From an optimization exercise on the open Yosys and OpenROAD flow, aimed at small area; shortcuts taken in it are not production practice. Function was checked by simulation only, so behaviour that the tests miss may differ from the original. Power and IR drop assume default switching activity.

==> flow/design.v <==
package csr_index_pkg;
    parameter int INDEX_WIDTH   = 32;
    parameter int ADDRESS_WIDTH = 32;
    parameter int SHIFT_WIDTH   = 5;
    typedef logic [INDEX_WIDTH-1:0]   index_t;
    typedef logic [ADDRESS_WIDTH-1:0] address_t;
    typedef logic [SHIFT_WIDTH-1:0]   shift_t;
    typedef enum logic [3:0] {
        RESET       = 4'd0,
        IDLE        = 4'd1,
        SETUP       = 4'd2,
        START       = 4'd3,
        BUSY        = 4'd4,
        BUSY_TRANS  = 4'd5,
        PAUSE_TRANS = 4'd6,
        PAUSE       = 4'd7,
        DONE        = 4'd8
    } sequencer_state_t;
endpackage
`timescale 1ns/1ns
module csr_index_sequencer
(
    input  logic   ap_clk,
    input  logic   areset_generator,
    input  logic   config_valid,
    input  csr_index_pkg::index_t config_index_start,
    input  csr_index_pkg::index_t config_index_end,
    input  csr_index_pkg::index_t config_stride,
    input  logic   prog_full,
    output logic   config_accept,
    output logic   idle,
    output logic   done,
    output logic   gen_valid,
    output csr_index_pkg::index_t gen_index
);
    csr_index_pkg::sequencer_state_t state;
    csr_index_pkg::sequencer_state_t next_state;
    csr_index_pkg::index_t end_reg;
    csr_index_pkg::index_t stride_reg;
    logic [csr_index_pkg::INDEX_WIDTH:0] count;
    logic                 end_hit;
    assign config_accept = config_valid && (state == csr_index_pkg::IDLE);
    always_ff @(posedge ap_clk) begin
        if (config_accept) begin
            end_reg    <= config_index_end;
            stride_reg <= config_stride;
        end
    end
    always_ff @(posedge ap_clk) begin
        if (areset_generator) begin
            state <= csr_index_pkg::RESET;
        end else begin
            state <= next_state;
        end
    end
    always_comb begin
        next_state = state;
        case (state)
            csr_index_pkg::RESET:       next_state = csr_index_pkg::IDLE;
            csr_index_pkg::IDLE:        if (config_accept) next_state = csr_index_pkg::SETUP;
            csr_index_pkg::SETUP:       next_state = csr_index_pkg::START;
            csr_index_pkg::START:       next_state = csr_index_pkg::BUSY;
            csr_index_pkg::BUSY: begin
                if (end_hit) begin
                    next_state = csr_index_pkg::DONE;
                end else if (prog_full) begin
                    next_state = csr_index_pkg::PAUSE_TRANS;
                end
            end
            csr_index_pkg::PAUSE_TRANS: next_state = csr_index_pkg::PAUSE;
            csr_index_pkg::PAUSE:       if (!prog_full) next_state = csr_index_pkg::BUSY_TRANS;
            csr_index_pkg::BUSY_TRANS:  next_state = csr_index_pkg::BUSY;
            csr_index_pkg::DONE:        next_state = csr_index_pkg::IDLE;
            default:                    next_state = csr_index_pkg::RESET;
        endcase
    end
    assign end_hit = count >= {1'b0, end_reg};
    always_ff @(posedge ap_clk) begin
        if (config_accept) begin
            count <= {1'b0, config_index_start};
        end else if (gen_valid) begin
            count <= count + {1'b0, stride_reg};
        end
    end
    assign gen_valid = (state == csr_index_pkg::BUSY) && !end_hit;
    assign gen_index = count[csr_index_pkg::INDEX_WIDTH-1:0];
    assign idle = (state == csr_index_pkg::IDLE);
    assign done = (state == csr_index_pkg::DONE);
endmodule
`timescale 1ns/1ns
module csr_address_map
(
    input  logic     ap_clk,
    input  logic     config_accept,
    input  csr_index_pkg::address_t config_base_address,
    input  csr_index_pkg::shift_t   config_shift_amount,
    input  logic     config_shift_left,
    input  csr_index_pkg::index_t   gen_index,
    output csr_index_pkg::address_t gen_address
);
    csr_index_pkg::address_t base_address;
    csr_index_pkg::shift_t   shift_amount;
    logic     shift_left;
    csr_index_pkg::address_t offset;
    always_ff @(posedge ap_clk) begin
        if (config_accept) begin
            base_address <= config_base_address;
            shift_amount <= config_shift_amount;
            shift_left   <= config_shift_left;
        end
    end
    always_comb begin
        if (shift_left) begin
            offset = gen_index << shift_amount;
        end else begin
            offset = gen_index >> shift_amount;
        end
    end
    assign gen_address = base_address + offset;
endmodule
`timescale 1ns/1ns
module request_fifo
#(
    parameter int DEPTH       = 10,
    parameter int PROG_THRESH = 8
) (
    input  logic     ap_clk,
    input  logic     areset_generator,
    input  logic     wr_en,
    input  csr_index_pkg::index_t   wr_index,
    input  csr_index_pkg::address_t wr_address,
    input  logic     pop_ready,
    output logic     request_valid,
    output csr_index_pkg::index_t   request_index,
    output csr_index_pkg::address_t request_address,
    output logic     prog_full
);
    localparam int PTR_WIDTH = $clog2(DEPTH);
    csr_index_pkg::index_t   index_mem   [DEPTH];
    csr_index_pkg::address_t address_mem [DEPTH];
    logic [PTR_WIDTH-1:0] wr_ptr;
    logic [DEPTH-1:0]     rd_ptr;    
    logic [PTR_WIDTH-1:0] count;
    logic                 pending;
    logic                 rd_en;
    assign rd_en = request_valid && pop_ready;
    always_ff @(posedge ap_clk) begin
        if (wr_en) begin
            index_mem[wr_ptr]   <= wr_index;
            address_mem[wr_ptr] <= wr_address;
        end
    end
    always_ff @(posedge ap_clk) begin
        if (areset_generator) begin
            wr_ptr  <= '0;
            rd_ptr  <= DEPTH'(1);
            count   <= '0;
            pending <= 1'b0;
        end else begin
            pending <= wr_en;
            if (wr_en) begin
                wr_ptr <= (wr_ptr == PTR_WIDTH'(DEPTH - 1)) ? '0 : wr_ptr + 1'b1;
            end
            if (rd_en) begin
                rd_ptr <= {rd_ptr[DEPTH-2:0], rd_ptr[DEPTH-1]};
            end
            if (pending && !rd_en) begin
                count <= count + 1'b1;
            end else if (rd_en && !pending) begin
                count <= count - 1'b1;
            end
        end
    end
    assign request_valid   = count != '0;
    always_comb begin
        request_index   = '0;
        request_address = '0;
        for (int i = 0; i < DEPTH; i++) begin
            if (rd_ptr[i]) begin
                request_index   = request_index   | index_mem[i];
                request_address = request_address | address_mem[i];
            end
        end
    end
    assign prog_full       = count >= PTR_WIDTH'(PROG_THRESH);
endmodule
`timescale 1ns/1ns
module csr_index_generator
(
    input  logic     ap_clk,
    input  logic     areset_generator,
    input  logic     config_valid,
    input  csr_index_pkg::index_t   config_index_start,
    input  csr_index_pkg::index_t   config_index_end,
    input  csr_index_pkg::index_t   config_stride,
    input  csr_index_pkg::address_t config_base_address,
    input  csr_index_pkg::shift_t   config_shift_amount,
    input  logic     config_shift_left,
    input  logic     request_ready,
    output logic     idle,
    output logic     done,
    output logic     request_valid,
    output csr_index_pkg::index_t   request_index,
    output csr_index_pkg::address_t request_address
);
    logic     config_accept;
    logic     gen_valid;
    csr_index_pkg::index_t   gen_index;
    csr_index_pkg::address_t gen_address;
    logic     prog_full;
    csr_index_sequencer i_csr_index_sequencer (
        .ap_clk             (ap_clk),
        .areset_generator   (areset_generator),
        .config_valid       (config_valid),
        .config_index_start (config_index_start),
        .config_index_end   (config_index_end),
        .config_stride      (config_stride),
        .prog_full          (prog_full),
        .config_accept      (config_accept),
        .idle               (idle),
        .done               (done),
        .gen_valid          (gen_valid),
        .gen_index          (gen_index)
    );
    csr_address_map i_csr_address_map (
        .ap_clk              (ap_clk),
        .config_accept       (config_accept),
        .config_base_address (config_base_address),
        .config_shift_amount (config_shift_amount),
        .config_shift_left   (config_shift_left),
        .gen_index           (gen_index),
        .gen_address         (gen_address)
    );
    request_fifo i_request_fifo (
        .ap_clk           (ap_clk),
        .areset_generator (areset_generator),
        .wr_en            (gen_valid),
        .wr_index         (gen_index),
        .wr_address       (gen_address),
        .pop_ready        (request_ready),
        .request_valid    (request_valid),
        .request_index    (request_index),
        .request_address  (request_address),
        .prog_full        (prog_full)
    );
endmodule
==> flow/run.sh <==
#!/bin/bash
# synth_recipe.tcl (not shown) runs the flow's synth.tcl, then flattens the netlist and writes it again
# the make line also repeats each setting of config.mk as NAME=value (left out here)
make -C /OpenROAD-flow-scripts/flow DESIGN_CONFIG=/design/flow/config.mk WORK_HOME=/design/flow/orfs CLKGATE_MAP_FILE= SYNTH_SCRIPT=/design/flow/synth_recipe.tcl finish
==> flow/config.mk <==
export PLATFORM = sky130hd
export DESIGN_NAME = csr_index_generator
export DESIGN_NICKNAME = csr_index_generator
export VERILOG_FILES = /design/flow/design.v
export SDC_FILE = /design/flow/constraint.sdc
export NUM_CORES = 4
export LEC_CHECK = 0
export CAP_MARGIN = 20
export CORE_MARGIN = 2
export CORE_UTILIZATION = 40
export SLEW_MARGIN = 20
==> flow/constraint.sdc <==
create_clock -name core_clock -period 10.0 [get_ports {ap_clk}]
set_input_delay 2.0000 -clock core_clock [delete_from_list [all_inputs] [get_ports {ap_clk}]]
set_output_delay 2.0000 -clock core_clock [all_outputs]
set_load 0.01 [all_outputs]
==> results of run 1 <==
cells by family (layout without fill, tap and decap cells):
| group | Yosys count | in the layout |
|---|---|---|
| DFF | 798 | 798 |
| AOI/OAI and AO/OA | 729 | 729 |
| and+or+nand+nor | 455 | 455 |
| buffers and inverters | 194 | 450 |
| muxes | 118 | 118 |
| adders and majority gates | 101 | 101 |
| xor gates and xnor gates | 56 | 56 |
| other | 0 | 2 |
stage by stage:
stage / util / std cells / worst slack (ps) / area [um^2]
after floorplan: - / 2451 / 2710 / 35100
after global placement: 0.442 / 3713 / 4390 / 38400
after detailed placement: 0.442 / 3713 / 4170 / 38400
after CTS: 0.472 / 3862 / 4140 / 41000
after global routing: 0.472 / 3862 / 3660 / 41000
final: 0.472 / 3864 / 4040 / 41000
where the power goes:
part	internal (mW)	switching, mW	leakage [nW]
clock network	1.64	1.31	1.25
logic	1.48	2.49	5.40
registers	4.66	0.469	7.19
per-layer routing:
metal | track usage | part of all wire | vias up
met5 | 0 | 0 | -
met3 | 0.0345 | 0.073 | 120
met1 | 0.298 | 0.41 | 11591
li1 | - | - | 10201
met4 | 0.0548 | 0.019 | 0
met2 | 0.382 | 0.49 | 917
cell usage in the layout (no fill, tap or decap), types with 12 or more instances in the layout:
master and n:
a211oi_1 13, a21o_1 56, a21oi_1 128, a221oi_1 67, a22o_1 65, a22oi_1 195
a31oi_1 12, buf_4 43, clkbuf_1 19, clkbuf_16 82, clkdlybuf4s50_1 204, clkinv_1 16
clkinv_2 12, dfxtp_1 14, edfxtp_1 774, ha_1 98, inv_1 52, mux2i_1 82
mux4_2 25, nand2_1 110, nand2b_1 26, nand3_1 20, nand4_1 74, nor2_1 140
nor2b_1 13, nor3_1 19, o21a_1 12, o21ai_0 101, o22ai_1 13, xnor2_1 30
xor2_1 23
area by class of cell:
cell class,count,area share
inverters,54,0.00503
flip-flops and latches,798,0.578
clock inverters,48,0.0117
repair buffers,247,0.0576
clock buffers,101,0.0517
diodes,2,0.000122
multi-input cells,1459,0.260
well taps,1155,0.0352
worst max-delay path: cells and delay by family (launching register included):
kind	cells	cell delay [ps]
AO/OA/AOI/OAI	6	1390
buffers and inverters	3	1220
AND/OR/NAND/NOR	4	780
XOR/XNOR	1	760
adder cells (fa/ha/maj)	1	580
multiplexers	1	550
flip-flops	1	320
final timing paths:
path | from | endpoint | cells past startpoint | slack, ps
worst min register to register | i_request_fifo.wr_ptr[3] | i_request_fifo.wr_ptr[3] | 2 | 530
worst max register to register | i_csr_address_map.shift_amount[0] | i_request_fifo.address_mem[2][28] | 16 | 4040
worst min-delay path | i_request_fifo.wr_ptr[3] | i_request_fifo.wr_ptr[3] | 2 | 530
worst max-delay path | i_csr_address_map.shift_amount[0] | i_request_fifo.address_mem[2][28] | 16 | 4040
==> flow_summary_export.csv, run 1 <==
group,metric,value,unit
status,status,"finished clean",
sta,drv_slew,0,
worst_setup_path,cp_slowest_stage_delay,760,ps
yosys,synth_area_leaders,"edfxtp_1 (66%), a22oi_1 (4.2%), ha_1 (3.5%), mux2i_1 (2.3%), a21oi_1 (1.8%)",
finish,nets,2881,
finish,fillers,7505,
clock_network,cts_resized,0,
worst_setup_path,worst_path_max_delay_cell,"xnor2_1",
yosys,yosys_warnings,3,
yosys,netlist_area,35100,um^2
die,ios,205,
yosys,synth-adder-area-share,0.0367,
power,leakagePower,13.8,nW
finish,drive_gt1_frac,0.0868,
die,start_util,0.404,
power,p_total,12.1,mW
die,die_y,300,um
placement,dp_hpwl,62700,um
worst_setup_path,required,10300,ps
sta,fin_crit_sh,0.596,
placement,io_buffers,204,
global_routing,grt_pass1_wl,149000,um
yosys,synth_compound_area_frac,0.146,
global_routing,grt_pass1_vias,23062,
sta,rsz0062_at_grt,"false",
worst_setup_path,crit_path_end_kind,"flop",
worst_setup_path,worst-path-max-fanout,46,
yosys,synth_cell_types,69,
yosys,synth_xor_area_frac,0.0140,
worst_setup_path,cp_common_cell,"and3_1",
clock_network,cts_buffer_depth,3,
yosys,synth_top_family_by_area,"compound AO/OA/AOI/OAI gates",
sta,fmax,168,MHz
drt,final_antenna_net_count,0,
drt,wire_per_inst,26.4,um
global_routing,grt_use_total,0.223,
die,coreArea,86900,um^2
clock_network,post-cts-setup-buffers,0,
sta,setup_viol,0,
finish,multi_input_area,10700,um^2
sta,fin_tns_setup,0,ps
worst_setup_path,worst-setup-path-type,"flop to flop",
global_routing,antenna_found_initial,1,
die,rows,108,
clock_network,hold_buffers,0,
drt,routed_via_density,5.91,
finish,seq_area,23700,um^2
job,cap_violations,0,
clock_network,root_buffer,"clkbuf_16",
drt,drtPass1Iterations,5,
drt,drt_iter0_markers,2235,
sta,worst_slew_pin_slew,1160,ps
yosys,synth_top_area_share,0.663,
yosys,yosysTopAreaCell,"edfxtp_1",
worst_setup_path,path_cells,"buf_4, inv_1, buf_4, o211ai_1, o21ai_0, mux4_2, a21oi_1, o22ai_1, ha_1, and3_1, and3_1, and3_1, nand2_1, o31ai_1, o22ai_1, xnor2_1",
clock_network,path_clk_slew,60,ps
die,fp.dieArea,90100,um^2
clock_network,cts.sinks,798,
yosys,synth-simple-area-share,0.0622,
finish,syn_to_final_growth,17.1,%
die,die_width,300,um
yosys,synth_nets,2690,
yosys,syn_inst,2451,
yosys,yosysSeqAreaShare,0.676,
clock_network,htree_num_levels,3,
drt,drc,0,
yosys,yosys-mux-area-fraction,0.0430,
yosys,synthMostInstantiatedCell,"edfxtp_1",
worst_setup_path,start_kind,"flop",
sta,slew_headroom,0.220,
global_routing,grt_start_max_net_pins,86,
power,irDropWorstVdd,0.000182,V
yosys,synth-async-reset-ratio,0,
sta,fin_hold_ws,532,ps
sta,period_minus_slack,5960,ps
global_routing,grt-ovfl-total,0,
yosys,synthTopCellsByCount,"edfxtp_1 (774), a22oi_1 (195), nor2_1 (147)",
sta,fin_skew,38.1,ps
clock_network,cts_buffers,82,
yosys,ys_ff_latch,798,
placement,gp_congestion,0.889,
yosys,ys.flop_type,"edfxtp_1",
finish,largestRegisters,"i_request_fifo.address_mem (320), i_request_fifo.index_mem (320), i_csr_index_sequencer.count (33)",
drt,vias,22829,
yosys,synth_edf_count,774,
sta,finalHoldViolations,0,
clock_network,clk_latency,660,ps
worst_setup_path,crit_arrival,6260,ps
drt,wirelength,102000,um
yosys,syn_area_per_cell,14.3,um^2
clock_network,cts_tree,"yes",
hold_path,min-delay-path-class,"flop to flop",
power,p_per_area,294,nW/um^2
==> inputs of run 2 (changes only) <==
--- a/flow/design.v
+++ b/flow/design.v
@@ -111,7 +111,11 @@
     end
+    csr_index_pkg::address_t shift_in;
+    csr_index_pkg::address_t shift_out;
     always_comb begin
-        if (shift_left) begin
-            offset = gen_index << shift_amount;
-        end else begin
-            offset = gen_index >> shift_amount;
+        for (int i = 0; i < csr_index_pkg::ADDRESS_WIDTH; i++) begin
+            shift_in[i] = shift_left ? gen_index[csr_index_pkg::ADDRESS_WIDTH-1-i] : gen_index[i];
+        end
+        shift_out = shift_in >> shift_amount;
+        for (int i = 0; i < csr_index_pkg::ADDRESS_WIDTH; i++) begin
+            offset[i] = shift_left ? shift_out[csr_index_pkg::ADDRESS_WIDTH-1-i] : shift_out[i];
         end
==> flow/flow/run.sh (new file) <==
#!/bin/bash
# Standard ORFS layout with a minimum-size buffer on every port and a clock
# tree built without dummy balancing loads.
set -e
cd "$(dirname "$0")/.."
export BUFFER_PORTS_ARGS="-buffer_cell sky130_fd_sc_hd__buf_1"
export CTS_ARGS="-sink_clustering_enable -repair_clock_nets -dont_use_dummy_load -buf_list sky130_fd_sc_hd__clkbuf_16 -sink_clustering_size 28 -sink_clustering_max_diameter 80"
bash standard.sh > standard.log 2>&1
==> flow/standard.sh (new file) <==
#!/bin/bash
# synth_recipe.tcl (not shown) runs the flow's synth.tcl, then flattens the netlist and writes it again
# the make line also repeats each setting of config.mk as NAME=value (left out here)
make -C /OpenROAD-flow-scripts/flow DESIGN_CONFIG=/design/flow/config.mk WORK_HOME=/design/flow/orfs CLKGATE_MAP_FILE= SYNTH_SCRIPT=/design/flow/synth_recipe.tcl "${@:-finish}"
--- a/flow/config.mk
+++ b/flow/config.mk
@@ -9,3 +9,6 @@
 export CORE_MARGIN = 2
-export CORE_UTILIZATION = 40
+export CORE_UTILIZATION = 55
+export CTS_BUF_LIST = sky130_fd_sc_hd__clkbuf_16
+export CTS_CLUSTER_DIAMETER = 80
+export CTS_CLUSTER_SIZE = 28
 export SLEW_MARGIN = 20
removed: flow/run.sh
==> run 2 against run 1 <==
- cell area down 10%
- critical endpoint is now i_request_fifo.address_mem[0][31]
- worst hold slack lost 36 ps
- global-route usage is 5.6 points higher
- die area decreased by 29%
- sequential power down 15%
- still clean
- non-clock buffer count shrank 5
- largest cell class unchanged
==> flow_summary_export.csv, run 2 <==
group,metric,value,unit
drt,routed_via_density,6.40,
sta,finalHoldViolations,0,
drt,drt_iter0_markers,1902,
die,start_util,0.555,
die,die_y,253,um
yosys,netlist_area,34200,um^2
worst_setup_path,crit_buf_inv,1,
sta,slew_headroom,0.218,
yosys,synth_top_area_share,0.680,
clock_network,clk_latency,630,ps
drt,final_antenna_net_count,0,
yosys,synthMostInstantiatedCell,"edfxtp_1",
finish,drive_gt1_frac,0.0687,
worst_setup_path,worstRegToRegCells,16,
finish,syn_to_final_growth,7.90,%
finish,mostFrequentLayoutCell,"edfxtp_1",
sta,fin_crit_sh,0.602,
global_routing,antenna_found_initial,4,
sta,fin_skew,89.2,ps
clock_network,path_clk_slew,90,ps
yosys,ys_ff_latch,798,
job,cap_violations,0,
global_routing,grt_pass1_vias,20490,
sta,fmax,166,MHz
worst_setup_path,cp_slowest_stage_delay,760,ps
power,pwr-share-seq,0.547,
global_routing,grt_pass1_wl,131000,um
worst_setup_path,worst-path-max-fanout,81,
worst_setup_path,ff2ff_setup_slack,3980,ps
power,p_switching,2.49,mW
worst_setup_path,required,10240,ps
yosys,synthTopCellsByCount,"edfxtp_1 (774), a22oi_1 (192), nand2_1 (137)",
clock_network,cts.sinks,798,
yosys,syn_area_per_cell,15.0,um^2
worst_setup_path,worst-setup-path-type,"flop to flop",
finish,largestRegisters,"i_request_fifo.address_mem (320), i_request_fifo.index_mem (320), i_csr_index_sequencer.count (33)",
die,rows,91,
hold_path,min-delay-start,"i_csr_index_sequencer.state[3]",
placement,dp_hpwl,53300,um
placement,pre_cts_ws,4010,ps
power,irDropWorstVdd,0.000154,V
yosys,yosysTopAreaCell,"edfxtp_1",
global_routing,gr-usage-met3,0.0355,
hold_path,min-delay-path-class,"flop to flop",
global_routing,busiest_layer,"met2",
power,p_clk_frac,0.210,
placement,gp_congestion,0.892,
yosys,synth_cell_types,76,
worst_setup_path,crit_arrival,6260,ps
die,die_width,253,um
die,fp.dieArea,64200,um^2
power,swShare,0.312,
hold_path,hold-path-cell-count,1,
clock_network,post-cts-setup-buffers,0,
yosys,ys.flop_type,"edfxtp_1",
yosys,synth_edf_count,774,
yosys,synth_nets,2525,
sta,drv_slew,0,
finish,utilization,0.599,
clock_network,cts_buffer_depth,3,
power,p_int,5.50,mW
placement,io_buffers,204,
yosys,synth_area_leaders,"edfxtp_1 (68%), a22oi_1 (4.2%), ha_1 (3.6%), mux4_2 (1.9%), a221oi_1 (1.7%)",
power,leakagePower,12.1,nW
yosys,yosysSeqAreaShare,0.694,
power,p_total,7.99,mW
clock_network,cts_resized,0,
hold_path,holdPathEnd,"i_csr_index_sequencer.state[1]",
clock_network,root_buffer,"clkbuf_16",
power,p_per_area,217,nW/um^2
sta,worst_slew_pin_slew,1170,ps
sta,period_minus_slack,6020,ps
worst_setup_path,crit_path_end_kind,"flop",
finish,final_cell_mix,"edfxtp_1 (774), buf_1 (204), a22oi_1 (192)",
finish,nets,2686,
drt,drtPass1Iterations,5,
drt,drc,0,
yosys,synth-async-reset-ratio,0,
worst_setup_path,worst_path_max_delay_cell,"buf_4",
global_routing,gr-usage-met1,0.404,
die,ios,205,
drt,wire_per_inst,27.3,um
clock_network,cts_tree,"yes",
status,status,"finished clean",
clock_network,htree_num_levels,2,
power,power_frac_comb,0.243,
drt,vias,21028,
yosys,syn_inst,2286,
die,coreArea,61600,um^2
clock_network,cts_buffers,39,
clock_network,hold_buffers,0,
sta,finalWorstSetupSlack,3980,ps
global_routing,grt-ovfl-total,0,
worst_setup_path,worstReg2RegStart,"i_csr_address_map.shift_left",
worst_setup_path,path_cells,"buf_4, mux4_2, and2_1, o31ai_1, o21ai_0, mux2i_1, o21ai_0, ha_1, nand3_1, o21a_1, a41oi_1, and3_1, o21ai_0, o31ai_1, a31oi_1, xnor2_1",
global_routing,grt_use_total,0.279,
sta,fin_tns_setup,0,ps
global_routing,use_met2,0.454,
worst_setup_path,cp_common_cell,"o21ai_0",
worst_setup_path,r2r-end,"i_request_fifo.address_mem[0][31]",
worst_setup_path,crit_family,"compound AO/OA/AOI/OAI gates",
yosys,yosys_warnings,3,
sta,setup_viol,0,
worst_setup_path,start_kind,"flop",
drt,wirelength,89800,um
global_routing,grt_start_max_net_pins,85,
sta,rsz0062_at_grt,"false",
==> run 2: changes by cell type in the layout (fill, tap and decap cells not counted), sizes merged, moves of 13 or more <==
cell           change
a21o              -28
a21oi             -15
buf              +199
clkbuf            -62
clkdlybuf4s50    -204
clkinv            -35
mux2i             -25
nand2             +27
nand2b            -13
nor2              -67
==> run 2: worst max path at each step <==
| stage | startpoint | end | slack, ps | cells past startpoint |
|---|---|---|---|---|
| after detailed placement | i_csr_address_map.shift_left | i_request_fifo.address_mem[4][31] | 4010 | 18 |
| final | i_csr_address_map.shift_left | i_request_fifo.address_mem[0][31] | 3980 | 16 |
| after global placement | i_csr_address_map.shift_amount[1] | i_request_fifo.address_mem[6][31] | 4050 | 17 |
| after CTS | i_csr_address_map.shift_left | i_request_fifo.address_mem[0][31] | 3980 | 16 |
| after global routing | i_csr_address_map.shift_left | i_request_fifo.address_mem[0][31] | 3470 | 18 |
| after floorplan | i_csr_index_sequencer.count[22] | i_request_fifo.address_mem[4][0] | 900 | 10 |
==> run 2: through the flow <==
step / hold slack (ps) / instances / area [um^2]
global placement: 475 / 3242 / 35800
global route: 536 / 3282 / 36900
CTS: 493 / 3282 / 36800
detailed placement: 481 / 3243 / 35900
floorplan: 447 / 2286 / 34200
finish: 496 / 3286 / 36900
==> run 2: cell type report <==
class / count / area (um^2)
fill: 4786 / 24700
sequential: 798 / 23700
multi-input combinational: 1305 / 9840
timing repair buffer: 242 / 1050
tap: 837 / 1050
clock buffer: 39 / 976
inverter: 61 / 231
antenna: 4 / 10.0
==> run 2: metal layers <==
layer,vias to the layer above,share of wire
li1,9449,-
met1,10803,0.44
met2,679,0.48
met3,97,0.060
met4,0,0.022
met5,-,0
==> run 2: cells by family (layout without fill, tap and decap cells) <==
kind of cell,count (synthesis),in the layout,share of synthesized area
compound gates,650,650,0.135
xor+xnor,59,59,0.0151
fa+ha+maj,101,101,0.0376
buf+inv,183,342,0.0218
flops,798,798,0.694
mux,104,104,0.0417
other cells,0,4,0
simple gates,391,391,0.0549
==> run 2: worst register-to-register path, cell delays in order (launching register included) <==
cell	delay (ps)
edfxtp_1	310
buf_4	760
mux4_2	670
and2_1	190
o31ai_1	400
o21ai_0	180
mux2i_1	200
o21ai_0	180
ha_1	470
nand3_1	100
o21a_1	230
a41oi_1	470
and3_1	280
o21ai_0	140
o31ai_1	400
a31oi_1	160
xnor2_1	600
==> run 2: power by group through the flow <==
stage | Clock (mW) | Combinational (mW) | Sequential (mW)
after floorplan | 0 | 1.29 | 4.31
after global placement | 0 | 1.87 | 4.43
after detailed placement | 0 | 1.90 | 4.44
after CTS | 1.71 | 1.91 | 4.37
after global routing | 1.80 | 2.12 | 4.39
final | 1.68 | 1.94 | 4.37
==> inputs of run 3 (changes only) <==
==> flow/flow/run.sh (replaced) <==
#!/bin/bash
# Standard ORFS layout with a minimum-size buffer on every port and a clock
# tree built without dummy balancing loads.
set -e
cd "$(dirname "$0")/.."
export BUFFER_PORTS_ARGS="-buffer_cell sky130_fd_sc_hd__buf_1"
export CTS_ARGS="-sink_clustering_enable -repair_clock_nets -dont_use_dummy_load -buf_list sky130_fd_sc_hd__clkbuf_16 -sink_clustering_size 22 -sink_clustering_max_diameter 70"
bash standard.sh > standard.log 2>&1
--- a/flow/config.mk
+++ b/flow/config.mk
@@ -11,4 +11,4 @@
 export CTS_BUF_LIST = sky130_fd_sc_hd__clkbuf_16
-export CTS_CLUSTER_DIAMETER = 80
-export CTS_CLUSTER_SIZE = 28
+export CTS_CLUSTER_DIAMETER = 70
+export CTS_CLUSTER_SIZE = 22
 export SLEW_MARGIN = 20
==> run 3 against run 2 <==
- still clean
- first-iteration DRC count up 10%
- utilization rose by 0.32 points
- synthesized cell count unchanged
- critical path depth did not move
- setup slack worse by 39 ps
- via count is 0.33% higher
- global-route usage up 0.058 points
- sequential share of layout area is 0.34 points lower
- flip-flop and latch count is the same
- maximum frequency shrank 0.65%
- clock power up 9.5%
- combinational power hardly changed
- largest cell class unchanged
==> flow_summary_export.csv, run 3 <==
group,metric,value,unit
status,status,"finished clean",
worst_setup_path,worst-setup-path-type,"flop to flop",
drt,vias,21098,
die,die_y,253,um
yosys,synth_nets,2525,
worst_setup_path,r2r-end,"i_request_fifo.address_mem[0][31]",
finish,fillers,4762,
finish,nets,2694,
worst_setup_path,cp.depth,16,
clock_network,post-cts-setup-buffers,0,
power,p_per_area,219,nW/um^2
worst_setup_path,crit_family,"compound AO/OA/AOI/OAI gates",
placement,dp_hpwl,53300,um
placement,placed_cells,3243,
finish,seq_area,23700,um^2
hold_path,min-delay-path-class,"flop to flop",
drt,wirelength,89800,um
worst_setup_path,path_cells,"buf_4, mux4_2, and2_1, o31ai_1, o21ai_0, mux2i_1, o21ai_0, ha_1, nand3_1, o21a_1, a41oi_1, and3_1, o21ai_0, o31ai_1, a31oi_1, xnor2_1",
yosys,synthTopCellsByCount,"edfxtp_1 (774), a22oi_1 (192), nand2_1 (137)",
clock_network,root_buffer,"clkbuf_16",
die,start_util,0.555,
yosys,synth_cell_types,76,
sta,fin_skew,93.2,ps
worst_setup_path,start_kind,"flop",
sta,finalWorstSetupSlack,3940,ps
placement,io_buffers,204,
die,ios,205,
drt,wire_per_inst,27.3,um
finish,drive_gt1_frac,0.0717,
drt,wl_met3,5560,um
global_routing,grt_start_max_net_pins,85,
yosys,synth_top_area_share,0.680,
sta,rsz0062_at_grt,"false",
worst_setup_path,critPathLaunch,"i_csr_address_map.shift_left",
worst_setup_path,cp-endpoint,"i_request_fifo.address_mem[0][31]",
worst_setup_path,crit_arrival,6330,ps
clock_network,cts_buffers,47,
yosys,yosys_warnings,3,
yosys,synth-adder-area-share,0.0376,
yosys,yosys-mux-area-fraction,0.0417,
die,coreArea,61600,um^2
clock_network,cts_buffer_depth,3,
yosys,netlist_area,34200,um^2
global_routing,grt_pass1_vias,20612,
global_routing,grt_use_total,0.280,
yosys,yosysTopAreaCell,"edfxtp_1",
die,die_width,253,um
job,cap_violations,0,
clock_network,cts_resized,0,
worst_setup_path,crit_path_end_kind,"flop",
sta,slew_headroom,0.219,
yosys,synth_area_leaders,"edfxtp_1 (68%), a22oi_1 (4.2%), ha_1 (3.6%), mux4_2 (1.9%), a221oi_1 (1.7%)",
worst_setup_path,ff2ff_setup_slack,3940,ps
sta,fin_crit_sh,0.606,
sta,worst_slew_pin_slew,1170,ps
placement,place_area,35900,um^2
drt,routed_via_density,6.41,
yosys,synth-simple-area-share,0.0549,
drt,drc,0,
worst_setup_path,worst_path_max_delay_cell,"buf_4",
clock_network,clk_latency,640,ps
sta,setup_viol,0,
placement,gp_congestion,0.892,
finish,largestRegisters,"i_request_fifo.address_mem (320), i_request_fifo.index_mem (320), i_csr_index_sequencer.count (33)",
worst_setup_path,worstRegToRegCells,16,
yosys,synth_compound_area_frac,0.135,
sta,period_minus_slack,6060,ps
sta,fin_tns_setup,0,ps
finish,mostFrequentLayoutCell,"edfxtp_1",
yosys,synth-async-reset-ratio,0,
clock_network,path_clk_slew,80,ps
placement,pre_cts_ws,4010,ps
drt,wl_met1,39300,um
worst_setup_path,worst-path-max-fanout,81,
sta,fmax,165,MHz
yosys,ys_ff_latch,798,
yosys,ys.flop_type,"edfxtp_1",
drt,drt_iter0_markers,2098,
global_routing,grt_pass1_wl,131000,um
clock_network,htree_num_levels,2,
drt,top_layer_used,"met4",
drt,drtPass1Iterations,6,
global_routing,antenna_found_initial,4,
worst_setup_path,cp_common_cell,"o21ai_0",
yosys,synthMostInstantiatedCell,"edfxtp_1",
worst_setup_path,worstReg2RegStart,"i_csr_address_map.shift_left",
worst_setup_path,required,10280,ps
drt,met2_length,42700,um
yosys,syn_area_per_cell,15.0,um^2
yosys,syn_inst,2286,
yosys,synth_edf_count,774,
yosys,synth_top_family_by_area,"compound AO/OA/AOI/OAI gates",
die,rows,91,
finish,fin_cells,3292,
sta,finalHoldViolations,0,
finish,syn_to_final_growth,8.47,%
sta,drv_slew,0,
power,leakagePower,12.2,nW
clock_network,hold_buffers,0,
yosys,yosysSeqAreaShare,0.694,
die,fp.dieArea,64200,um^2
worst_setup_path,crit_buf_inv,1,
worst_setup_path,cp_slowest_stage_delay,770,ps
finish,multi_input_area,9840,um^2
drt,final_antenna_net_count,0,
finish,final_cell_mix,"edfxtp_1 (774), buf_1 (204), a22oi_1 (192)",
yosys,synth_xor_area_frac,0.0151,
clock_network,cts.sinks,798,
finish,final_cell_area,37100,um^2
clock_network,cts_tree,"yes",
global_routing,grt-ovfl-total,0,
power,irDropWorstVdd,0.000153,V
-- run 3: cell counts after synthesis --
Identical to the previous run, type by type.
-- run 3: worst min-delay path by stage --
stage / start / end / depth (start not counted)
floorplan: i_csr_index_sequencer.state[3] / i_csr_index_sequencer.state[1] / 1
global placement: i_csr_index_sequencer.state[3] / i_csr_index_sequencer.state[1] / 1
detailed placement: i_csr_index_sequencer.state[3] / i_csr_index_sequencer.state[1] / 1
CTS: i_csr_index_sequencer.state[3] / i_csr_index_sequencer.state[1] / 1
global route: i_request_fifo.wr_ptr[3] / i_request_fifo.wr_ptr[3] / 2
finish: i_request_fifo.wr_ptr[3] / i_request_fifo.wr_ptr[3] / 2
-- run 3: worst reg2reg max path: stages (launching register included) --
cell and delay (ps):
edfxtp_1 330, buf_4 770, mux4_2 660, and2_1 190
o31ai_1 400, o21ai_0 190, mux2i_1 200, o21ai_0 180
ha_1 470, nand3_1 100, o21a_1 230, a41oi_1 460
and3_1 270, o21ai_0 150, o31ai_1 410, a31oi_1 160
xnor2_1 580
-- run 3: power by group --
group	internal (mW)	switching, mW	leakage, nW	total, mW
combinational	0.658	1.27	4.39	1.93
sequential	4.14	0.234	7.18	4.37
clock	0.833	1.00	0.579	1.84
-- run 3: layout make-up --
class,count,area share
sequential,798,0.640
timing repair buffer,242,0.0284
multi-input combinational,1305,0.265
antenna,2,0.000135
tap,837,0.0282
inverter,61,0.00624
clock buffer,47,0.0317
-- run 3: metal layers --
layer | track usage | vias up
li1 | - | 9457
met1 | 0.404 | 10801
met2 | 0.454 | 723
met3 | 0.0317 | 117
met4 | 0.0740 | 0
met5 | 0 | -
-- run 3: cell families (layout without fill, tap and decap cells) --
| logic type | Yosys count | after routing |
|---|---|---|
| xor gates and xnor gates | 59 | 59 |
| adders and majority gates | 101 | 101 |
| other | 0 | 2 |
| AOI/OAI and AO/OA | 650 | 650 |
| muxes | 104 | 104 |
| and+or+nand+nor | 391 | 391 |
| buffers and inverters | 183 | 350 |
| DFF | 798 | 798 |
-- run 3: per-stage QoR --
stage	utilization	hold WS, ps	total power, mW
2_1_floorplan	-	447	5.60
3_3_place_gp	0.582	475	6.30
3_5_place_dp	0.582	481	6.35
4_1_cts	0.601	505	8.15
5_1_grt	0.602	531	8.49
6_report	0.602	507	8.14
==> inputs of run 4 (changes only) <==
--- a/flow/design.v
+++ b/flow/design.v
@@ -77,2 +77,15 @@
     assign end_hit = count >= {1'b0, end_reg};
+    localparam int RIPPLE = 16;
+    logic [csr_index_pkg::INDEX_WIDTH:0] count_next;
+    logic                                ripple_carry;
+    always_comb begin
+        ripple_carry = 1'b0;
+        for (int i = 0; i < RIPPLE; i++) begin
+            count_next[i] = count[i] ^ stride_reg[i] ^ ripple_carry;
+            ripple_carry  = (count[i] & stride_reg[i]) | (ripple_carry & (count[i] ^ stride_reg[i]));
+        end
+        count_next[csr_index_pkg::INDEX_WIDTH:RIPPLE] = count[csr_index_pkg::INDEX_WIDTH:RIPPLE]
+            + {1'b0, stride_reg[csr_index_pkg::INDEX_WIDTH-1:RIPPLE]}
+            + (csr_index_pkg::INDEX_WIDTH + 1 - RIPPLE)'(ripple_carry);
+    end
     always_ff @(posedge ap_clk) begin
@@ -81,3 +94,3 @@
         end else if (gen_valid) begin
-            count <= count + {1'b0, stride_reg};
+            count <= count_next;
         end
@@ -122,3 +135,14 @@
     end
-    assign gen_address = base_address + offset;
+    localparam int RIPPLE = 8;
+    logic ripple_carry;
+    always_comb begin
+        ripple_carry = 1'b0;
+        for (int i = 0; i < RIPPLE; i++) begin
+            gen_address[i] = base_address[i] ^ offset[i] ^ ripple_carry;
+            ripple_carry   = (base_address[i] & offset[i]) | (ripple_carry & (base_address[i] ^ offset[i]));
+        end
+        gen_address[csr_index_pkg::ADDRESS_WIDTH-1:RIPPLE] = base_address[csr_index_pkg::ADDRESS_WIDTH-1:RIPPLE]
+            + offset[csr_index_pkg::ADDRESS_WIDTH-1:RIPPLE]
+            + (csr_index_pkg::ADDRESS_WIDTH - RIPPLE)'(ripple_carry);
+    end
 endmodule
==> flow/flow/run.sh (replaced) <==
#!/bin/bash
# Standard ORFS layout with a minimum-size buffer on every port and a clock
# tree built without dummy balancing loads.
set -e
cd "$(dirname "$0")/.."
export BUFFER_PORTS_ARGS="-buffer_cell sky130_fd_sc_hd__buf_1"
export CTS_ARGS="-sink_clustering_enable -repair_clock_nets -dont_use_dummy_load -buf_list sky130_fd_sc_hd__clkbuf_16 -sink_clustering_size 28 -sink_clustering_max_diameter 80"
bash standard.sh > standard.log 2>&1
--- a/flow/config.mk
+++ b/flow/config.mk
@@ -11,4 +11,4 @@
 export CTS_BUF_LIST = sky130_fd_sc_hd__clkbuf_16
-export CTS_CLUSTER_DIAMETER = 70
-export CTS_CLUSTER_SIZE = 22
+export CTS_CLUSTER_DIAMETER = 80
+export CTS_CLUSTER_SIZE = 28
 export SLEW_MARGIN = 20
==> run 4 against run 3 <==
- critical endpoint is now i_csr_index_sequencer.count[30]
- via count decreased by 3.3%
- first-iteration DRC count increased by 5.0%
- largest power group unchanged
- non-clock buffer count is 5 higher
- clock skew is 28 ps lower
- critical path type unchanged
- final cell count fell by 6.3%
- synthesized cell count shrank 6.7%
- critical path depth is 11 higher
==> flow_summary_export.csv, run 4 <==
group,metric,value,unit
finish,syn_to_final_growth,7.78,%
finish,largestRegisters,"i_request_fifo.address_mem (320), i_request_fifo.index_mem (320), i_csr_index_sequencer.count (33)",
sta,slew_headroom,0.248,
power,irDropWorstVdd,0.000158,V
status,status,"finished clean",
sta,fin_tns_setup,0,ps
sta,period_minus_slack,9080,ps
global_routing,grt_pass1_wl,133000,um
power,leakagePower,11.7,nW
sta,fin_skew,64.9,ps
drt,drt_iter0_markers,2203,
clock_network,cts_buffers,38,
yosys,netlist_area,33500,um^2
clock_network,cts_resized,0,
power,p_total,9.22,mW
drt,wire_per_inst,30.2,um
drt,drtPass1Iterations,8,
worst_setup_path,worst-path-max-fanout,15,
finish,fillers,4547,
global_routing,antenna_found_initial,0,
sta,rsz0062_at_grt,"false",
hold_path,min-delay-start,"i_request_fifo.count[3]",
yosys,synth_top_area_share,0.694,
global_routing,grt_pass1_vias,19644,
yosys,synth_cell_types,67,
finish,mostFrequentLayoutCell,"edfxtp_1",
worst_setup_path,worst-setup-path-type,"flop to flop",
finish,antenna_cells,0,
yosys,ys.flop_type,"edfxtp_1",
finish,final_cell_mix,"edfxtp_1 (774), buf_1 (204), a22oi_1 (193)",
clock_network,path_clk_slew,100,ps
sta,fmax,110,MHz
worst_setup_path,critPathLaunch,"i_csr_index_sequencer.count[0]",
clock_network,clk_latency,610,ps
finish,seq_area,23700,um^2
global_routing,grt-ovfl-total,0,
drt,drc,0,
finish,drive_gt1_frac,0.0739,
worst_setup_path,crit_arrival,9410,ps
placement,dp_hpwl,56500,um
drt,final_antenna_net_count,0,
yosys,synth_nets,2372,
sta,worst_slew_pin_slew,1130,ps
power,p_per_area,255,nW/um^2
clock_network,cts_tree,"yes",
die,die_y,251,um
die,die_width,251,um
yosys,synthTopCellsByCount,"edfxtp_1 (774), a22oi_1 (193), nand2_1 (111)",
sta,finalHoldViolations,0,
clock_network,cts.sinks,798,
yosys,synth_edf_count,774,
clock_network,post-cts-setup-buffers,0,
yosys,synthMostInstantiatedCell,"edfxtp_1",
sta,setup_viol,0,
sta,fin_crit_sh,0.908,
clock_network,hold_buffers,0,
job,cap_violations,0,
drt,wirelength,93100,um
sta,drv_slew,0,
worst_setup_path,crit_path_end_kind,"flop",
yosys,synth-async-reset-ratio,0,
worst_setup_path,worst_path_max_delay_cell,"edfxtp_1",
worst_setup_path,required,10330,ps
die,fp.dieArea,62900,um^2
placement,io_buffers,204,
global_routing,grt_start_max_net_pins,73,
clock_network,cts_buffer_depth,3,
die,rows,90,
clock_network,htree_num_levels,2,
die,start_util,0.556,
die,coreArea,60200,um^2
worst_setup_path,start_kind,"flop",
finish,nets,2542,
yosys,syn_area_per_cell,15.7,um^2
die,ios,205,
drt,vias,20399,
worst_setup_path,worstReg2RegStart,"i_csr_index_sequencer.count[0]",
yosys,ys_ff_latch,798,
drt,routed_via_density,6.62,
finish,multi_input_area,9100,um^2
yosys,yosysSeqAreaShare,0.708,
sta,finalWorstSetupSlack,923,ps
yosys,syn_inst,2133,
yosys,synth_area_leaders,"edfxtp_1 (69%), a22oi_1 (4.3%), ha_1 (2.8%), mux4_2 (2.0%), a221oi_1 (1.7%)",
global_routing,grt_use_total,0.295,
worst_setup_path,cp_slowest_stage_delay,640,ps
placement,pre_cts_ws,898,ps
clock_network,root_buffer,"clkbuf_16",
hold_path,min-delay-path-class,"flop to flop",
yosys,yosysTopAreaCell,"edfxtp_1",
placement,gp_congestion,0.893,
yosys,yosys_warnings,3,
worst_setup_path,cp_common_cell,"fa_1",
==> run 4: per-layer routing <==
| metal | vias to the layer above | GRT usage | wire, um |
|---|---|---|---|
| met3 | 104 | 0.0367 | 6670 |
| met2 | 867 | 0.465 | 43100 |
| met5 | - | 0 | 0 |
| met4 | 0 | 0.0720 | 2240 |
| li1 | 8835 | - | - |
| met1 | 10593 | 0.443 | 41100 |
==> run 4: cell families after synthesis <==
kind of cell    share of synthesized area
compound gates                      0.115
xor+xnor                          0.00941
fa+ha+maj                          0.0438
buf+inv                            0.0221
flops                               0.708
mux                                0.0456
simple gates                       0.0560
==> run 4: where the power goes <==
part / switching (mW) / total [mW] / internal [mW]
clock: 0.962 / 1.65 / 0.683
sequential: 0.361 / 4.87 / 4.51
combinational: 1.77 / 2.71 / 0.941
==> run 4: worst paths after layout <==
path                                     endpoint  slack (ps)  cells after the start
hold / removal            i_request_fifo.count[3]         550                      2
setup / recovery  i_csr_index_sequencer.count[30]         920                     27
setup reg to reg  i_csr_index_sequencer.count[30]         920                     27
hold reg to reg           i_request_fifo.count[3]         550                      2
==> run 4: through the flow <==
step	cells	instance area (um^2)	utilization	hold slack [ps]
5_1_grt	3083	36100	0.599	626
6_report	3083	36100	0.599	554
3_3_place_gp	3045	35100	0.583	508
4_1_cts	3083	36100	0.599	544
2_1_floorplan	2133	33500	-	477
3_5_place_dp	3045	35100	0.583	537
==> run 4: cell type report <==
class | count | area share
Multi-Input combinational cell | 1155 | 0.252
Tap cell | 782 | 0.0271
Sequential cell | 798 | 0.658
Clock buffer | 38 | 0.0263
Inverter | 63 | 0.00662
Timing Repair Buffer | 247 | 0.0302
==> run 4: critical path: cells and delay by family (launching register included) <==
family / cells / cell delay, ps
adder cells (fa/ha/maj): 18 / 6380
flip-flops: 1 / 640
buffers and inverters: 1 / 80
AND/OR/NAND/NOR: 3 / 270
AO/OA/AOI/OAI: 5 / 1450
==> inputs of run 5 (changes only) <==
--- a/flow/design.v
+++ b/flow/design.v
@@ -29,2 +29,3 @@
     input  logic   prog_full,
+    input  logic   advance,          
     output logic   config_accept,
@@ -93,3 +94,3 @@
             count <= {1'b0, config_index_start};
-        end else if (gen_valid) begin
+        end else if (advance) begin
             count <= count_next;
@@ -151,3 +152,3 @@
 #(
-    parameter int DEPTH       = 10,
+    parameter int DEPTH       = 9,
     parameter int PROG_THRESH = 8
@@ -156,3 +157,4 @@
     input  logic     areset_generator,
-    input  logic     wr_en,
+    input  logic     gen_valid,      
+    output logic     wr_en,          
     input  csr_index_pkg::index_t   wr_index,
@@ -165,3 +167,3 @@
 );
-    localparam int PTR_WIDTH = $clog2(DEPTH);
+    localparam int PTR_WIDTH = $clog2(DEPTH + 1);
     csr_index_pkg::index_t   index_mem   [DEPTH];
@@ -170,6 +172,10 @@
     logic [DEPTH-1:0]     rd_ptr;    
-    logic [PTR_WIDTH-1:0] count;
-    logic                 pending;
+    logic [PTR_WIDTH-1:0] count;     
+    logic                 pending;   
+    logic                 deferred;  
+    logic                 slot_free;
     logic                 rd_en;
     assign rd_en = request_valid && pop_ready;
+    assign slot_free = ({1'b0, count} + pending) <= (PTR_WIDTH+1)'(DEPTH - 1) + deferred;
+    assign wr_en     = (gen_valid || deferred) && slot_free;
     always_ff @(posedge ap_clk) begin
@@ -182,8 +188,14 @@
         if (areset_generator) begin
-            wr_ptr  <= '0;
-            rd_ptr  <= DEPTH'(1);
-            count   <= '0;
-            pending <= 1'b0;
+            wr_ptr   <= '0;
+            rd_ptr   <= DEPTH'(1);
+            count    <= '0;
+            pending  <= 1'b0;
+            deferred <= 1'b0;
         end else begin
-            pending <= wr_en;
+            pending <= gen_valid;
+            if (gen_valid && !slot_free) begin
+                deferred <= 1'b1;
+            end else if (wr_en) begin
+                deferred <= 1'b0;
+            end
             if (wr_en) begin
@@ -201,3 +213,2 @@
     end
-    assign request_valid   = count != '0;
     always_comb begin
@@ -212,3 +223,4 @@
     end
-    assign prog_full       = count >= PTR_WIDTH'(PROG_THRESH);
+    assign request_valid = count != '0;
+    assign prog_full     = count >= PTR_WIDTH'(PROG_THRESH);
 endmodule
@@ -235,2 +247,3 @@
     logic     gen_valid;
+    logic     wr_en;
     csr_index_pkg::index_t   gen_index;
@@ -246,2 +259,3 @@
         .prog_full          (prog_full),
+        .advance            (wr_en),
         .config_accept      (config_accept),
@@ -264,3 +278,4 @@
         .areset_generator (areset_generator),
-        .wr_en            (gen_valid),
+        .gen_valid        (gen_valid),
+        .wr_en            (wr_en),
         .wr_index         (gen_index),
==> run 5 against run 4 <==
- cell area decreased by 5.4%
- critical path depth is the same
- utilization increased by 0.50 points
- global-route usage fell by 0.94 points
- wire length shrank 8.9%
- setup slack worse by 140 ps
- first-iteration DRC count is 3.3% lower
- non-clock buffer count rose by 9
- count of clock-buffer cells in the layout shrank 2
- synthesized cell count fell by 3.9%
==> flow_summary_export.csv, run 5 <==
group,metric,value,unit
status,status,"finished clean",
placement,io_buffers,204,
power,p_per_area,191,nW/um^2
global_routing,grt-ovfl-total,0,
worst_setup_path,worst-path-max-fanout,3,
global_routing,antenna_found_initial,2,
clock_network,path_clk_slew,100,ps
finish,seq_area,21800,um^2
yosys,syn_inst,2049,
yosys,synth_edf_count,710,
global_routing,grt_use_total,0.285,
drt,vias,19404,
drt,final_antenna_net_count,0,
yosys,synthMostInstantiatedCell,"edfxtp_1",
finish,multi_input_area,9010,um^2
die,ios,205,
sta,fin_skew,67.2,ps
clock_network,cts_buffer_depth,3,
finish,largestRegisters,"i_request_fifo.address_mem (288), i_request_fifo.index_mem (288), i_csr_index_sequencer.count (33)",
placement,gp_congestion,0.901,
yosys,synth_cell_types,71,
drt,drc,0,
yosys,synth_top_area_share,0.676,
sta,fin_tns_setup,0,ps
yosys,syn_area_per_cell,15.4,um^2
yosys,synthTopCellsByCount,"edfxtp_1 (710), nand2_1 (127), clkbuf_1 (85), nand3_1 (85), nor2_1 (84)",
sta,fin_hold_ws,526,ps
sta,fmax,109,MHz
sta,finalHoldViolations,0,
finish,nets,2476,
global_routing,grt_pass1_vias,19051,
worst_setup_path,crit_arrival,9690,ps
clock_network,cts_tree,"yes",
sta,rsz0062_at_grt,"false",
yosys,yosysTopAreaCell,"edfxtp_1",
clock_network,cts.sinks,734,
yosys,netlist_area,31500,um^2
yosys,synth-async-reset-ratio,0,
drt,wire_per_inst,28.4,um
sta,fin_crit_sh,0.921,
sta,setup_viol,0,
global_routing,grt_start_max_net_pins,70,
clock_network,post-cts-setup-buffers,0,
finish,final_cell_mix,"edfxtp_1 (710), buf_1 (204), nand2_1 (126)",
hold_path,min-delay-path-class,"flop to flop",
drt,routed_via_density,6.50,
clock_network,cts_buffers,36,
job,cap_violations,0,
finish,drive_gt1_frac,0.0817,
sta,drv_slew,0,
power,irDropWorstVdd,0.000144,V
drt,wirelength,84800,um
yosys,yosys_warnings,3,
clock_network,htree_num_levels,2,
finish,mostFrequentLayoutCell,"edfxtp_1",
yosys,synth_area_leaders,"edfxtp_1 (68%), ha_1 (3.2%), mux4_2 (2.1%), a222oi_1 (2.0%), a221oi_1 (1.9%)",
yosys,ys.flop_type,"edfxtp_1",
sta,worst_slew_pin_slew,1140,ps
die,die_width,243,um
yosys,ys_ff_latch,734,
die,fp.dieArea,59300,um^2
drt,drt_iter0_markers,2131,
worst_setup_path,crit_path_end_kind,"flop",
placement,dp_hpwl,53200,um
sta,period_minus_slack,9210,ps
worst_setup_path,start_kind,"flop",
yosys,yosysSeqAreaShare,0.691,
power,leakagePower,11.3,nW
finish,fillers,4332,
sta,slew_headroom,0.240,
die,rows,87,
yosys,synth_nets,2295,
die,coreArea,56500,um^2
worst_setup_path,worst-setup-path-type,"flop to flop",
clock_network,hold_buffers,0,
worst_setup_path,required,10480,ps
die,start_util,0.558,
clock_network,clk_latency,590,ps
drt,drtPass1Iterations,6,
global_routing,grt_pass1_wl,124000,um
clock_network,root_buffer,"clkbuf_16",
clock_network,cts_resized,0,
finish,syn_to_final_growth,8.22,%
die,die_y,243,um
## run 5: cell type report
class                      instances  area share
antenna                            1   0.0000733
clock buffer                      36      0.0264
inverter                          76     0.00843
multi-input combinational       1126       0.264
sequential                       734       0.639
tap                              756      0.0277
timing repair buffer             256      0.0342
## run 5: logic make-up (layout without fill, tap and decap cells)
| kind of cell | after synthesis | in the layout | share of synthesized area |
|---|---|---|---|
| adders and majority gates | 108 | 108 | 0.0493 |
| DFF | 734 | 734 | 0.691 |
| other | 0 | 1 | 0 |
| AOI/OAI and AO/OA | 505 | 505 | 0.121 |
| buffers and inverters | 189 | 368 | 0.0249 |
| and+or+nand+nor | 379 | 379 | 0.0553 |
| xor gates and xnor gates | 32 | 32 | 0.00889 |
| muxes | 102 | 102 | 0.0490 |
## run 5: per-stage QoR
step                      instance area (um^2)  setup slack [ps]  cells  total power [mW]   util
after floorplan                          31500               390   2049              4.57      -
after global placement                   33200               892   2948              5.03  0.588
after detailed placement                 33200               776   2948              5.06  0.588
after CTS                                34100               786   2984              6.56  0.604
after global routing                     34100               401   2984              6.78  0.604
final                                    34100               785   2985              6.52  0.604
## run 5: power breakdown
group / internal [mW] / switching [mW] / leakage [nW] / total [mW]
combinational: 0.452 / 0.810 / 4.28 / 1.26
clock: 0.647 / 0.879 / 0.444 / 1.53
sequential: 3.61 / 0.126 / 6.61 / 3.73
## run 5: worst paths after layout
path,from,to,slack (ps),cells after the start
min,i_csr_index_sequencer.count[32],i_csr_index_sequencer.count[32],530,2
max,i_csr_index_sequencer.count[0],i_csr_index_sequencer.count[32],790,27
min reg2reg,i_csr_index_sequencer.count[32],i_csr_index_sequencer.count[32],530,2
max reg2reg,i_csr_index_sequencer.count[0],i_csr_index_sequencer.count[32],790,27
## run 5: routing by layer
| metal | global-route usage | vias to the layer above | wire [um] |
|---|---|---|---|
| li1 | - | 8557 | - |
| met1 | 0.408 | 10029 | 36200 |
| met2 | 0.479 | 731 | 41900 |
| met3 | 0.0254 | 87 | 4850 |
| met4 | 0.0684 | 0 | 1850 |
| met5 | 0 | - | 0 |
## run 5: worst max-delay path, stage by stage (launching register included)
cell       delay (ps)
edfxtp_1          420
ha_1              220
fa_1              390
fa_1              400
fa_1              390
fa_1              380
fa_1              430
fa_1              400
fa_1              390
fa_1              390
fa_1              390
fa_1              410
fa_1              410
fa_1              400
fa_1              410
fa_1              370
inv_1              90
fa_1              190
fa_1              220
fa_1              220
nor2b_1            80
o31ai_1           350
a211oi_1          170
a2111oi_0         730
o31ai_1           260
a31oi_1           340
a211oi_1          110
mux2i_1           140
==> inputs of run 6 (changes only) <==
==> flow/flow/run.sh (replaced) <==
#!/bin/bash
# Standard ORFS layout with a minimum-size buffer on every port and a clock
# tree built without dummy balancing loads.
set -e
cd "$(dirname "$0")/.."
export BUFFER_PORTS_ARGS="-buffer_cell sky130_fd_sc_hd__buf_1"
export CTS_ARGS="-sink_clustering_enable -repair_clock_nets -dont_use_dummy_load -buf_list sky130_fd_sc_hd__clkbuf_8 -sink_clustering_size 16 -sink_clustering_max_diameter 60"
bash standard.sh > standard.log 2>&1
--- a/flow/config.mk
+++ b/flow/config.mk
@@ -10,5 +10,5 @@
 export CORE_UTILIZATION = 55
-export CTS_BUF_LIST = sky130_fd_sc_hd__clkbuf_16
-export CTS_CLUSTER_DIAMETER = 80
-export CTS_CLUSTER_SIZE = 28
+export CTS_BUF_LIST = sky130_fd_sc_hd__clkbuf_8
+export CTS_CLUSTER_DIAMETER = 60
+export CTS_CLUSTER_SIZE = 16
 export SLEW_MARGIN = 20
==> run 6 against run 5 <==
- register-to-register slack better by 60 ps
- worst hold slack got worse by 2.7 ps
- wire length increased by 0.58%
- combinational power barely moved
- clock power decreased by 9.8%
- largest power group unchanged
- global-route usage is 0.15 points higher
- sequential share of layout area grew 0.27 points
- area after synthesis did not move
==> flow_summary_export.csv, run 6 <==
group,metric,value,unit
yosys,netlist_area,31500,um^2
die,die_y,243,um
finish,utilization,0.602,
power,leakagePower,11.3,nW
global_routing,grt_pass1_vias,19143,
yosys,syn_inst,2049,
sta,fin_hold_ws,523,ps
hold_path,min-delay-start,"i_csr_index_sequencer.count[32]",
drt,wl_met1,35500,um
power,p_switching,1.83,mW
sta,worst_slew_pin_slew,1120,ps
sta,fin_skew,96.8,ps
placement,gp_congestion,0.901,
finish,drive_gt1_frac,0.0895,
drt,final_antenna_net_count,0,
clock_network,cts_resized,0,
yosys,yosysSeqAreaShare,0.691,
placement,io_buffers,204,
yosys,synthTopCellsByCount,"edfxtp_1 (710), nand2_1 (127), clkbuf_1 (85), nand3_1 (85), nor2_1 (84)",
drt,top_layer_used,"met4",
worst_setup_path,worstReg2RegStart,"i_csr_index_sequencer.count[0]",
die,die_width,243,um
yosys,synth_cell_types,71,
worst_setup_path,required,10590,ps
worst_setup_path,critPathLaunch,"i_csr_index_sequencer.count[0]",
yosys,yosys_warnings,3,
drt,vias,19535,
power,p_int,4.55,mW
clock_network,root_buffer,"clkbuf_8",
power,p_clk_frac,0.216,
sta,period_minus_slack,9150,ps
drt,wl_met3,6160,um
global_routing,grt_pass1_wl,125000,um
sta,drv_slew,0,
finish,fillers,4370,
yosys,synth-async-reset-ratio,0,
yosys,ys.flop_type,"edfxtp_1",
clock_network,post-cts-setup-buffers,0,
die,rows,87,
drt,drtPass1Iterations,8,
global_routing,grt_start_max_net_pins,70,
die,fp.dieArea,59300,um^2
finish,fin_cells,3004,
placement,place_area,33200,um^2
sta,fmax,109,MHz
finish,syn_to_final_growth,7.77,%
clock_network,cts.sinks,734,
sta,rsz0062_at_grt,"false",
placement,placed_cells,2948,
die,start_util,0.558,
clock_network,hold_buffers,0,
worst_setup_path,crit_arrival,9750,ps
power,pwr-share-seq,0.586,
job,cap_violations,0,
power,p_per_area,188,nW/um^2
die,coreArea,56500,um^2
clock_network,cts_buffer_depth,3,
global_routing,grt_use_total,0.287,
yosys,yosysTopAreaCell,"edfxtp_1",
yosys,syn_area_per_cell,15.4,um^2
power,power_frac_comb,0.198,
status,status,"finished clean",
yosys,synth_top_area_share,0.676,
worst_setup_path,worst-setup-path-type,"flop to flop",
yosys,synthMostInstantiatedCell,"edfxtp_1",
die,ios,205,
clock_network,clk_latency,710,ps
hold_path,min-delay-path-class,"flop to flop",
placement,dp_hpwl,53200,um
global_routing,antenna_found_initial,0,
sta,slew_headroom,0.254,
clock_network,path_clk_slew,100,ps
yosys,synth_edf_count,710,
worst_setup_path,start_kind,"flop",
yosys,synth_nets,2295,
worst_setup_path,crit_path_end_kind,"flop",
sta,finalHoldViolations,0,
finish,nets,2495,
drt,drt_iter0_markers,2230,
drt,met2_length,41700,um
sta,fin_tns_setup,0,ps
yosys,synth_area_leaders,"edfxtp_1 (68%), ha_1 (3.2%), mux4_2 (2.1%), a222oi_1 (2.0%), a221oi_1 (1.9%)",
drt,routed_via_density,6.50,
global_routing,grt-ovfl-total,0,
drt,drc,0,
drt,wirelength,85300,um
sta,fin_crit_sh,0.915,
clock_network,htree_num_levels,2,
sta,setup_viol,0,
worst_setup_path,worst-path-max-fanout,3,
finish,final_cell_area,34000,um^2
power,irDropWorstVdd,0.000115,V
finish,final_cell_mix,"edfxtp_1 (710), buf_1 (204), nand2_1 (126)",
clock_network,cts_tree,"yes",
finish,largestRegisters,"i_request_fifo.address_mem (288), i_request_fifo.index_mem (288), i_csr_index_sequencer.count (33)",
power,swShare,0.286,
yosys,ys_ff_latch,734,
finish,mostFrequentLayoutCell,"edfxtp_1",
clock_network,cts_buffers,55,
drt,wire_per_inst,28.4,um
==> run 6: cell counts after synthesis <==
No cell type changed its count.
==> run 6: critical path: stages (launching register included) <==
cell,delay (ps)
edfxtp_1,410
ha_1,220
fa_1,390
fa_1,390
fa_1,390
fa_1,380
fa_1,430
fa_1,400
fa_1,390
fa_1,390
fa_1,390
fa_1,410
fa_1,400
fa_1,390
fa_1,410
fa_1,370
inv_1,90
fa_1,190
fa_1,220
fa_1,220
nor2b_1,80
o31ai_1,350
a211oi_1,170
a2111oi_0,740
o31ai_1,260
a31oi_1,350
a211oi_1,110
mux2i_1,140
==> run 6: metrics by stage <==
stage | worst slack (ps) | power, mW
2_1_floorplan | 390 | 4.57
3_3_place_gp | 892 | 5.03
3_5_place_dp | 776 | 5.06
4_1_cts | 842 | 6.41
5_1_grt | 463 | 6.64
6_report | 845 | 6.37
==> run 6: cells by family (layout without fill, tap and decap cells) <==
group                    count (synthesis)  in the layout  synth area share
AO/OA/AOI/OAI                          505            505             0.121
XOR/XNOR                                32             32           0.00889
adder cells (fa/ha/maj)                108            108            0.0493
buffers and inverters                  189            387            0.0249
flip-flops                             734            734             0.691
multiplexers                           102            102            0.0490
other                                    0              1                 0
AND/OR/NAND/NOR                        379            379            0.0553
==> run 6: worst paths after layout <==
path,to,slack [ps],cells after the start
max,i_csr_index_sequencer.count[32],850,27
min,i_csr_index_sequencer.count[32],520,2
max reg2reg,i_csr_index_sequencer.count[32],850,27
min reg2reg,i_csr_index_sequencer.count[32],520,2
==> run 6: layout make-up <==
class	instances	area [um^2]	share of cell area
diodes	1	2.50	0.0000736
clock buffers	55	757	0.0223
inverters	76	288	0.00847
multi-input cells	1126	9010	0.265
flip-flops and latches	734	21800	0.642
well taps	756	946	0.0278
repair buffers	256	1170	0.0344
==> run 6: metal layers <==
metal,GRT usage,up-vias
met1,0.409,10024
met2,0.476,801
li1,-,8589
met5,0,-
met4,0.0720,0
met3,0.0327,121
==> run 6: power by group through the flow <==
stage | combinational (mW) | clock, mW | sequential [mW]
after floorplan | 0.834 | 0 | 3.73
after global placement | 1.24 | 0 | 3.80
after detailed placement | 1.26 | 0 | 3.80
after CTS | 1.27 | 1.41 | 3.73
after global routing | 1.38 | 1.52 | 3.74
final | 1.26 | 1.38 | 3.73
==> inputs of run 7 (changes only) <==
--- a/flow/config.mk
+++ b/flow/config.mk
@@ -7,5 +7,5 @@
 export LEC_CHECK = 0
-export CAP_MARGIN = 20
+export CAP_MARGIN = 5
 export CORE_MARGIN = 2
-export CORE_UTILIZATION = 55
+export CORE_UTILIZATION = 70
 export CTS_BUF_LIST = sky130_fd_sc_hd__clkbuf_8
@@ -13,2 +13,2 @@
 export CTS_CLUSTER_SIZE = 16
-export SLEW_MARGIN = 20
+export SLEW_MARGIN = 5
==> run 7 against run 6 <==
- global-route usage grew 6.4 points
- combinational power hardly changed
- area after synthesis is the same
- maximum frequency decreased by 2.2%
- clock power about the same
- critical path depth increased by 1
- flip-flop and latch count unchanged
- sequential share of layout area is 0.51 points higher
- clock skew decreased by 12 ps
- power down 0.54%
- wire length down 4.8%
- critical endpoint is now i_request_fifo.address_mem[2][30]
==> flow_summary_export.csv, run 7 <==
group,metric,value,unit
clock_network,root_buffer,"clkbuf_8",
yosys,synth_area_leaders,"edfxtp_1 (68%), ha_1 (3.2%), mux4_2 (2.1%), a222oi_1 (2.0%), a221oi_1 (1.9%)",
sta,slew_headroom,0.269,
die,die_width,216,um
worst_setup_path,start_kind,"flop",
global_routing,grt_pass1_wl,120000,um
finish,largestRegisters,"i_request_fifo.address_mem (288), i_request_fifo.index_mem (288), i_csr_index_sequencer.count (33)",
yosys,ys_ff_latch,734,
finish,utilization,0.761,
power,swShare,0.283,
global_routing,grt_use_total,0.351,
worst_setup_path,worst-path-max-fanout,15,
yosys,synthMostInstantiatedCell,"edfxtp_1",
finish,syn_to_final_growth,6.95,%
yosys,syn_inst,2049,
yosys,synth_cell_types,71,
clock_network,cts_buffers,55,
worst_setup_path,required,10390,ps
drt,final_antenna_net_count,0,
finish,nets,2490,
yosys,netlist_area,31500,um^2
placement,dp_hpwl,50800,um
yosys,yosysSeqAreaShare,0.691,
worst_setup_path,cp_slowest_stage_delay,890,ps
yosys,synth_top_area_share,0.676,
worst_setup_path,worst-setup-path-type,"flop to flop",
yosys,synth-async-reset-ratio,0,
drt,drc,0,
drt,wire_per_inst,28.6,um
finish,antenna_cells,0,
sta,fin_crit_sh,0.936,
clock_network,path_clk_slew,90,ps
die,rows,77,
finish,final_cell_mix,"edfxtp_1 (710), buf_1 (204), nand2_1 (127)",
clock_network,cts_buffer_depth,3,
sta,fin_skew,84.6,ps
yosys,syn_area_per_cell,15.4,um^2
clock_network,cts_resized,0,
drt,routed_via_density,7.01,
die,die_y,216,um
power,p_switching,1.79,mW
clock_network,clk_latency,710,ps
worst_setup_path,cp_common_cell,"fa_1",
yosys,synthTopCellsByCount,"edfxtp_1 (710), nand2_1 (127), clkbuf_1 (85), nand3_1 (85), nor2_1 (84)",
placement,io_buffers,204,
status,status,"finished clean",
yosys,yosys_warnings,3,
sta,drv_slew,0,
power,p_total,6.34,mW
power,irDropWorstVdd,0.000232,V
power,pwr-share-seq,0.590,
placement,pre_cts_ws,689,ps
finish,fillers,2638,
drt,wirelength,81100,um
global_routing,antenna_found_initial,0,
worst_setup_path,worst_path_max_delay_cell,"edfxtp_1",
power,power_frac_comb,0.196,
drt,drt_iter0_markers,2997,
worst_setup_path,crit_buf_inv,3,
finish,mostFrequentLayoutCell,"edfxtp_1",
drt,drtPass1Iterations,7,
power,p_int,4.55,mW
power,p_clk_frac,0.213,
drt,vias,19874,
global_routing,grt_start_max_net_pins,69,
clock_network,cts.sinks,734,
clock_network,cts_tree,"yes",
yosys,synth_edf_count,710,
die,start_util,0.712,
die,coreArea,44300,um^2
placement,gp_congestion,0.951,
==> run 7: cell count changes in the layout (fill, tap and decap cells not counted), sizes merged <==
cell,change
diode,-1
buf,-5
==> run 7: worst register-to-register path: cells and delay by family (launching register included) <==
| family | cells | cell delay [ps] |
|---|---|---|
| AOI/OAI and AO/OA | 11 | 2490 |
| xor gates and xnor gates | 1 | 360 |
| adders and majority gates | 10 | 3980 |
| buffers and inverters | 3 | 480 |
| DFF | 1 | 890 |
| muxes | 2 | 830 |
| and+or+nand+nor | 1 | 90 |
==> run 7: layout make-up <==
class / count / area (um^2) / share of cell area
Clock buffer: 55 / 757 / 0.0224
Inverter: 76 / 288 / 0.00853
Multi-Input combinational cell: 1126 / 9010 / 0.267
Sequential cell: 734 / 21800 / 0.647
Tap cell: 592 / 741 / 0.0220
Timing Repair Buffer: 251 / 1120 / 0.0332
==> run 7: final timing paths <==
check                          startpoint                                 to  slack (ps)  cells past startpoint
max reg2reg  i_csr_address_map.shift_left  i_request_fifo.address_mem[2][30]         640                     28
min              i_request_fifo.rd_ptr[2]           i_request_fifo.rd_ptr[3]         470                      2
max          i_csr_address_map.shift_left  i_request_fifo.address_mem[2][30]         640                     28
min reg2reg      i_request_fifo.rd_ptr[2]           i_request_fifo.rd_ptr[3]         470                      2
==> run 7: layer usage <==
| metal | part of all wire | vias up | wire, um | global-route usage |
|---|---|---|---|---|
| li1 | - | 8567 | - | - |
| met1 | 0.38 | 9848 | 31000 | 0.506 |
| met2 | 0.48 | 1300 | 39000 | 0.565 |
| met3 | 0.11 | 159 | 8610 | 0.0511 |
| met4 | 0.031 | 0 | 2530 | 0.112 |
| met5 | 0 | - | 0 | 0 |
==> run 7: power by group through the flow <==
stage	registers [mW]	logic [mW]	clock network [mW]
detailed placement	3.81	1.22	0
finish	3.74	1.25	1.35
global placement	3.80	1.18	0
floorplan	3.73	0.834	0
global route	3.75	1.35	1.45
CTS	3.74	1.23	1.36
==> run 7: per-stage QoR <==
step	std cells	area [um^2]	hold slack, ps
after global routing	2834	33700	487
after detailed placement	2779	33000	455
after floorplan	2049	31500	450
final	2834	33700	469
after global placement	2779	33000	448
after CTS	2834	33700	466
==> run 7: cell families (layout without fill, tap and decap cells) <==
group                    Yosys count  after routing  share of synthesized area
XOR/XNOR                          32             32                    0.00889
flip-flops                       734            734                      0.691
AO/OA/AOI/OAI                    505            505                      0.121
adder cells (fa/ha/maj)          108            108                     0.0493
AND/OR/NAND/NOR                  379            379                     0.0553
multiplexers                     102            102                     0.0490
buffers and inverters            189            382                     0.0249

separate check: timing with driven ports:
In the flow no input, the clock included, has a driving cell. The finished layouts below were timed again as built, in two steps. Step 1 sets driving cells, clkbuf_16 on the clock port and buf_2 on the other inputs (assumed; they add their load-dependent delay and slew). Step 2 also shifts input and output timing later by t, the mid clock arrival at the registers, as if the neighbouring blocks saw the same clock. Slacks: ideal ports / drivers / drivers and shift; pairs: ideal ports / drivers.
run	shift t [ns]	setup WS [ns]
run 1	0.706	4.040 / 4.040 / 4.040
run 2	0.643	3.984 / 3.984 / 3.984
run 3	0.656	3.945 / 3.945 / 3.945
run 4	0.637	0.923 / 0.923 / 0.923
run 5	0.625	0.785 / 0.785 / 0.785
run 6	0.716	0.845 / 0.845 / 0.845
run 7	0.723	0.638 / 0.638 / 0.638
After both steps every run listed still meets setup and hold.
